This is an optimization exercise on Yosys and OpenROAD, whose aim is small area and a short achievable clock period, not a production implementation.
Where RTL was checked, it was by simulation tests only, not by an equivalence proof against the original.

== the previous run ==
==> module md_scheduler, before the edit <==
module md_scheduler #(
    parameter int MULT_LAT = 5,
    parameter int DIV_LAT  = 10,
    parameter int CNT_W    = 4
) (
    input  logic                 clk_i,
    input  logic                 reset_n_i,
    input  logic                 start,
    input  logic [2:0]           mdop,
    input  logic [31:0]          rs_val,
    input  logic [31:0]          rt_val,
    input  logic                 md_use_d,
    output logic                 busy,
    output logic                 done,
    output logic                 stall,
    output logic [31:0]          hi,
    output logic [31:0]          lo
);
    localparam int W = 34;
    localparam logic [16:0] LA = 17'h1FF00;
    logic             busy_q;
    logic [CNT_W-1:0] cnt_q;
    logic             div_q, sgn_q, sx_q;
    logic             issue_ok, op_mult, op_div, op_mthi, op_mtlo, last;
    assign op_mult  = (mdop[2:1] == 2'b00);
    assign op_div   = (mdop[2:1] == 2'b01);
    assign op_mthi  = (mdop == 3'b100);
    assign op_mtlo  = (mdop == 3'b101);
    assign issue_ok = start & ~busy_q;
    assign last     = (cnt_q == '0);
    always_ff @(posedge clk_i or negedge reset_n_i) begin
        if (!reset_n_i) begin
            busy_q <= 1'b0;
            cnt_q  <= '0;
        end else if (busy_q) begin
            if (last) busy_q <= 1'b0;
            cnt_q <= cnt_q - 1'b1;
        end else if (issue_ok && (op_mult || op_div)) begin
            busy_q <= 1'b1;
            cnt_q  <= op_div ? CNT_W'(DIV_LAT - 1) : CNT_W'(MULT_LAT - 1);
        end
    end
    assign busy  = busy_q;
    assign done  = busy_q & last;
    assign stall = md_use_d & (busy_q | (start & ~mdop[2]));
    logic [31:0]  y_q;           
    logic [31:0]  l_q;           
    logic [3:0]   lx_q;          
    logic [W-1:0] h_q;           
    logic         bp_q;          
    logic [31:0]  hi_q, lo_q;
    logic         dstep;         
    logic         ysg;           
    logic [W-1:0] yx;
    logic         dz;            
    assign dstep = div_q & ~last;
    assign ysg   = sgn_q & y_q[31];
    assign yx    = {ysg, ysg, y_q};
    assign dz    = (y_q == 32'd0);
    logic [3:0]   r_one, r_two, r_neg, r_xb;
    logic [W-1:0] r_a [4];
    logic [W-1:0] r_b [4];
    logic [W-1:0] r_s [4];
    logic [8:0]   bw;            
    assign bw = {l_q[7:0], bp_q};
    always_comb begin
        for (int r = 0; r < 4; r++) begin
            logic [2:0] t;
            t = bw[2*r +: 3];
            r_xb[r] = lx_q[3-r];
            if (dstep) begin
                r_one[r] = 1'b1;
                r_two[r] = 1'b0;
                r_neg[r] = dz | ~(((r == 0) ? h_q[W-1] : r_s[(r+3)%4][W-1]) ^ ysg);
            end else if (last) begin
                r_one[r] = div_q | (~sgn_q & bp_q);
                r_two[r] = 1'b0;
                r_neg[r] = div_q & ~(h_q[W-1] ^ ysg);
            end else begin
                r_one[r] = t[1] ^ t[0];
                r_two[r] = (t == 3'b100) | (t == 3'b011);
                r_neg[r] = t[2] & ~(t[1] & t[0]);
            end
        end
    end
    for (genvar r = 0; r < 4; r++) begin : g_row
        logic [W-1:0] prev;
        if (r == 0) begin : g_p0
            assign prev = h_q;
            assign r_a[r] = dstep ? {prev[W-2:0], r_xb[r]} : prev;
        end else begin : g_pn
            assign prev = r_s[r-1];
            assign r_a[r] = dstep ? {prev[W-2:0], r_xb[r]} : {prev[W-1], prev[W-1], prev[W-1:2]};
        end
        for (genvar j = 0; j < W; j++) begin : g_bit
            logic m1, m0;
            assign m1 = yx[j];
            assign m0 = (j == 0) ? 1'b0 : yx[(j == 0) ? 0 : j-1];
            assign r_b[r][j] = ((r_one[r] & m1) | (r_two[r] & m0)) ^ r_neg[r];
        end
        md_add #(.W(W), .LA(LA)) u_add (.a(r_a[r]), .b(r_b[r]), .ci(r_neg[r]), .s(r_s[r]));
    end
    logic zc, zr, take, inc;
    logic [30:0] qinc;
    logic [31:0] cq;
    assign zc   = (r_s[0] == '0);
    assign zr   = (h_q == '0);
    assign take = ~dz & (zc | (~sx_q & h_q[W-1]) | (sx_q & ~h_q[W-1] & ~zr));
    assign inc  = take & r_neg[0];
    always_comb begin
        logic c;
        c = inc;
        for (int j = 0; j < 31; j++) begin
            qinc[j] = l_q[j] ^ c;
            c       = l_q[j] & c;
        end
    end
    logic start_md;
    logic s_in;
    assign start_md = issue_ok & (op_mult | op_div);
    assign s_in     = op_div & ~mdop[0] & rs_val[31];
    always_ff @(posedge clk_i) begin
        if (start_md) begin
            y_q   <= rt_val;
            l_q   <= rs_val;
            lx_q  <= {4{s_in}};
            h_q   <= {W{s_in}};
            bp_q  <= 1'b0;
            div_q <= op_div;
            sgn_q <= ~mdop[0];
            sx_q  <= s_in;
        end else if (dstep) begin
            h_q  <= r_s[3];
            lx_q <= l_q[31:28];
            l_q  <= {l_q[27:0], r_neg[0], r_neg[1], r_neg[2], r_neg[3]};
        end else begin
            h_q  <= {r_s[3][W-1], r_s[3][W-1], r_s[3][W-1:2]};
            l_q  <= {r_s[3][1:0], r_s[2][1:0], r_s[1][1:0], r_s[0][1:0], l_q[31:8]};
            bp_q <= l_q[7];
        end
    end
    always_ff @(posedge clk_i or negedge reset_n_i) begin
        if (!reset_n_i) begin
            hi_q <= '0;
            lo_q <= '0;
        end else if (busy_q && last) begin
            hi_q <= (div_q & ~take) ? h_q[31:0] : r_s[0][31:0];
            lo_q <= div_q ? {qinc, ~take} : l_q;
        end else if (issue_ok && op_mthi) begin
            hi_q <= rs_val;
        end else if (issue_ok && op_mtlo) begin
            lo_q <= rs_val;
        end
    end
    assign hi = hi_q;
    assign lo = lo_q;
endmodule
==> module md_add, before the edit <==
module md_add #(
    parameter int W = 34,
    parameter logic [W/2-1:0] LA = '0
) (
    input  logic [W-1:0] a,
    input  logic [W-1:0] b,
    input  logic         ci,
    output logic [W-1:0] s
);
    logic [W/2:0] c;
    assign c[0] = ci;
    for (genvar k = 0; k < W/2; k++) begin : g
        logic a0, b0, a1, b1, h0, h1, g0, g1;
        assign a0 = a[2*k];   assign b0 = b[2*k];
        assign a1 = a[2*k+1]; assign b1 = b[2*k+1];
        assign h0 = a0 ^ b0;  assign g0 = a0 & b0;
        assign h1 = a1 ^ b1;  assign g1 = a1 & b1;
        if (LA[k]) begin : g_la
            assign s[2*k]   = h0 ^ c[k];
            assign s[2*k+1] = (h1 ^ g0) ^ (h0 & c[k]);
            assign c[k+1]   = g1 | (h1 & a0 & b0) | ((h1 & h0) & c[k]);
        end else begin : g_fa
            logic cm;
            assign s[2*k]   = h0 ^ c[k];
            assign cm       = g0 | (h0 & c[k]);
            assign s[2*k+1] = h1 ^ cm;
            assign c[k+1]   = g1 | (h1 & cm);
        end
    end
endmodule
clock: 110.0 ns
lec_check: 0
cap_margin: 20
core_margin: 2
core_utilization: 40
slew_margin: 20
run.sh (not shown) runs the stock make flow with config.mk's settings and CLKGATE_MAP_FILE= SYNTH_SCRIPT=/design/flow/synth_recipe.tcl, a recipe that flattens the netlist after the stock synthesis.
Changes in the current run relative to the previous run:
==> flow/design.v <==
module md_scheduler #(
    parameter int MULT_LAT = 5,
    parameter int DIV_LAT  = 10,
    parameter int CNT_W    = 4
) (
    input  logic                 clk_i,
    input  logic                 reset_n_i,
    input  logic                 start,
    input  logic [2:0]           mdop,
    input  logic [31:0]          rs_val,
    input  logic [31:0]          rt_val,
    input  logic                 md_use_d,
    output logic                 busy,
    output logic                 done,
    output logic                 stall,
    output logic [31:0]          hi,
    output logic [31:0]          lo
);
    localparam int W = 34;
    logic             busy_q;
    logic [CNT_W-1:0] cnt_q;
    logic             div_q, sgn_q, sx_q;
    logic             issue_ok, op_mult, op_div, op_mthi, op_mtlo, last;
    assign op_mult  = (mdop[2:1] == 2'b00);
    assign op_div   = (mdop[2:1] == 2'b01);
    assign op_mthi  = (mdop == 3'b100);
    assign op_mtlo  = (mdop == 3'b101);
    assign issue_ok = start & ~busy_q;
    assign last     = (cnt_q == '0);
    always_ff @(posedge clk_i or negedge reset_n_i) begin
        if (!reset_n_i) begin
            busy_q <= 1'b0;
            cnt_q  <= '0;
        end else if (busy_q) begin
            if (last) busy_q <= 1'b0;
            cnt_q <= cnt_q - 1'b1;
        end else if (issue_ok && (op_mult || op_div)) begin
            busy_q <= 1'b1;
            cnt_q  <= op_div ? CNT_W'(DIV_LAT - 1) : CNT_W'(MULT_LAT - 1);
        end
    end
    assign busy  = busy_q;
    assign done  = busy_q & last;
    assign stall = md_use_d & (busy_q | (start & ~mdop[2]));
    logic [31:0]  y_q;           
    logic [31:0]  l_q;           
    logic [3:0]   lx_q;          
    logic [W-1:0] h_q;           
    logic         bp_q;          
    logic [31:0]  hi_q, lo_q;
    logic         dstep;         
    logic         ysg;           
    logic [W-1:0] yx;
    logic         dz;            
    assign dstep = div_q & ~last;
    assign ysg   = sgn_q & y_q[31];
    assign yx    = {ysg, ysg, y_q};
    assign dz    = (y_q == 32'd0);
    logic [3:0]   r_one, r_two, r_neg, r_xb;
    logic [W-1:0] r_a [4];
    logic [W-1:0] r_b [4];
    logic [W-1:0] r_s [4];
    logic [8:0]   bw;            
    assign bw = {l_q[7:0], bp_q};
    always_comb begin
        for (int r = 0; r < 4; r++) begin
            logic [2:0] t;
            t = bw[2*r +: 3];
            r_xb[r] = lx_q[3-r];
            if (dstep) begin
                r_one[r] = 1'b1;
                r_two[r] = 1'b0;
                r_neg[r] = dz | ~(((r == 0) ? h_q[W-1] : r_s[(r+3)%4][W-1]) ^ ysg);
            end else if (last) begin
                r_one[r] = div_q | (~sgn_q & bp_q);
                r_two[r] = 1'b0;
                r_neg[r] = div_q & ~(h_q[W-1] ^ ysg);
            end else begin
                r_one[r] = t[1] ^ t[0];
                r_two[r] = (t == 3'b100) | (t == 3'b011);
                r_neg[r] = t[2] & ~(t[1] & t[0]);
            end
        end
    end
    for (genvar r = 0; r < 4; r++) begin : g_row
        logic [W-1:0] prev;
        logic [W:0]   c;
        if (r == 0) begin : g_p0
            assign prev = h_q;
            assign r_a[r] = dstep ? {prev[W-2:0], r_xb[r]} : prev;
        end else begin : g_pn
            assign prev = r_s[r-1];
            assign r_a[r] = dstep ? {prev[W-2:0], r_xb[r]} : {prev[W-1], prev[W-1], prev[W-1:2]};
        end
        for (genvar j = 0; j < W; j++) begin : g_bit
            logic m1, m0;
            assign m1 = yx[j];
            assign m0 = (j == 0) ? 1'b0 : yx[(j == 0) ? 0 : j-1];
            assign r_b[r][j] = ((r_one[r] & m1) | (r_two[r] & m0)) ^ r_neg[r];
        end
        assign c[0] = r_neg[r];
        for (genvar j = 0; j < W; j++) begin : g_fa
            assign r_s[r][j] = r_a[r][j] ^ r_b[r][j] ^ c[j];
            assign c[j+1]    = (r_a[r][j] & r_b[r][j]) | (c[j] & (r_a[r][j] ^ r_b[r][j]));
        end
    end
    logic zc, zr, take, inc;
    logic [30:0] qinc;
    logic [31:0] cq;
    assign zc   = (r_s[0] == '0);
    assign zr   = (h_q == '0);
    assign take = ~dz & (zc | (~sx_q & h_q[W-1]) | (sx_q & ~h_q[W-1] & ~zr));
    assign inc  = take & r_neg[0];
    always_comb begin
        logic c;
        c = inc;
        for (int j = 0; j < 31; j++) begin
            qinc[j] = l_q[j] ^ c;
            c       = l_q[j] & c;
        end
    end
    logic start_md;
    logic s_in;
    assign start_md = issue_ok & (op_mult | op_div);
    assign s_in     = op_div & ~mdop[0] & rs_val[31];
    always_ff @(posedge clk_i) begin
        if (start_md) begin
            y_q   <= rt_val;
            l_q   <= rs_val;
            lx_q  <= {4{s_in}};
            h_q   <= {W{s_in}};
            bp_q  <= 1'b0;
            div_q <= op_div;
            sgn_q <= ~mdop[0];
            sx_q  <= s_in;
        end else if (dstep) begin
            h_q  <= r_s[3];
            lx_q <= l_q[31:28];
            l_q  <= {l_q[27:0], r_neg[0], r_neg[1], r_neg[2], r_neg[3]};
        end else begin
            h_q  <= {r_s[3][W-1], r_s[3][W-1], r_s[3][W-1:2]};
            l_q  <= {r_s[3][1:0], r_s[2][1:0], r_s[1][1:0], r_s[0][1:0], l_q[31:8]};
            bp_q <= l_q[7];
        end
    end
    always_ff @(posedge clk_i or negedge reset_n_i) begin
        if (!reset_n_i) begin
            hi_q <= '0;
            lo_q <= '0;
        end else if (busy_q && last) begin
            hi_q <= (div_q & ~take) ? h_q[31:0] : r_s[0][31:0];
            lo_q <= div_q ? {qinc, ~take} : l_q;
        end else if (issue_ok && op_mthi) begin
            hi_q <= rs_val;
        end else if (issue_ok && op_mtlo) begin
            lo_q <= rs_val;
        end
    end
    assign hi = hi_q;
    assign lo = lo_q;
endmodule
Findings:
The growth of design area from synthesis to finish of the current run exceeds that of the previous run by 0.47 points.
The current run: number of global-route vias before repair is about 11% lower than what the previous run reported.
Headroom to the max-slew limit, the current run and the previous run: larger value in the previous run
The run with more routed wire is the previous run, not the current run.
Die area in the current run is 7.1% lower than in the previous run
From the previous run to the current run, count of antenna diodes in the layout did not move at all.
The current run vs. the previous run: area after synthesis went down 1200 um^2; sequential share of layout area increased by 1.6 points relative to the old numbers; gate count after technology mapping dropped 200; critical path buffer and inverter count grew by 10; setup slack at placement moved down.
Only the layout flow was run in the current run; the RTL was not checked for function there.

-- static timing again, ports no longer ideal --
The results above use ideal ports. As a check the final layouts listed here were re-extracted and re-timed, cells and wires unchanged. Step 1 assumes that a clkbuf_16 drives the clock port and a buf_2 every other input. Step 2, shift: input delay + t, output delay - t, t = (earliest + latest rising clock arrival at the registers) / 2. This alone moves slack from input paths to output paths. Slacks: no drivers / after step 1 / after step 2; pairs: no drivers / after step 1.
run	t (ns)	setup slack, ns	worst hold slack (ns)
the previous run	0.512	64.365 / 64.340 / 64.340	0.476 / 0.476 / 0.476
the current run	0.522	47.146 / 47.146 / 47.146	0.494 / 0.494 / 0.494
After both steps setup and hold are still met in every run listed. The setup slack of the previous run, which loses most, moves by -0.025 ns with the drivers and by -0.025 ns with both steps.
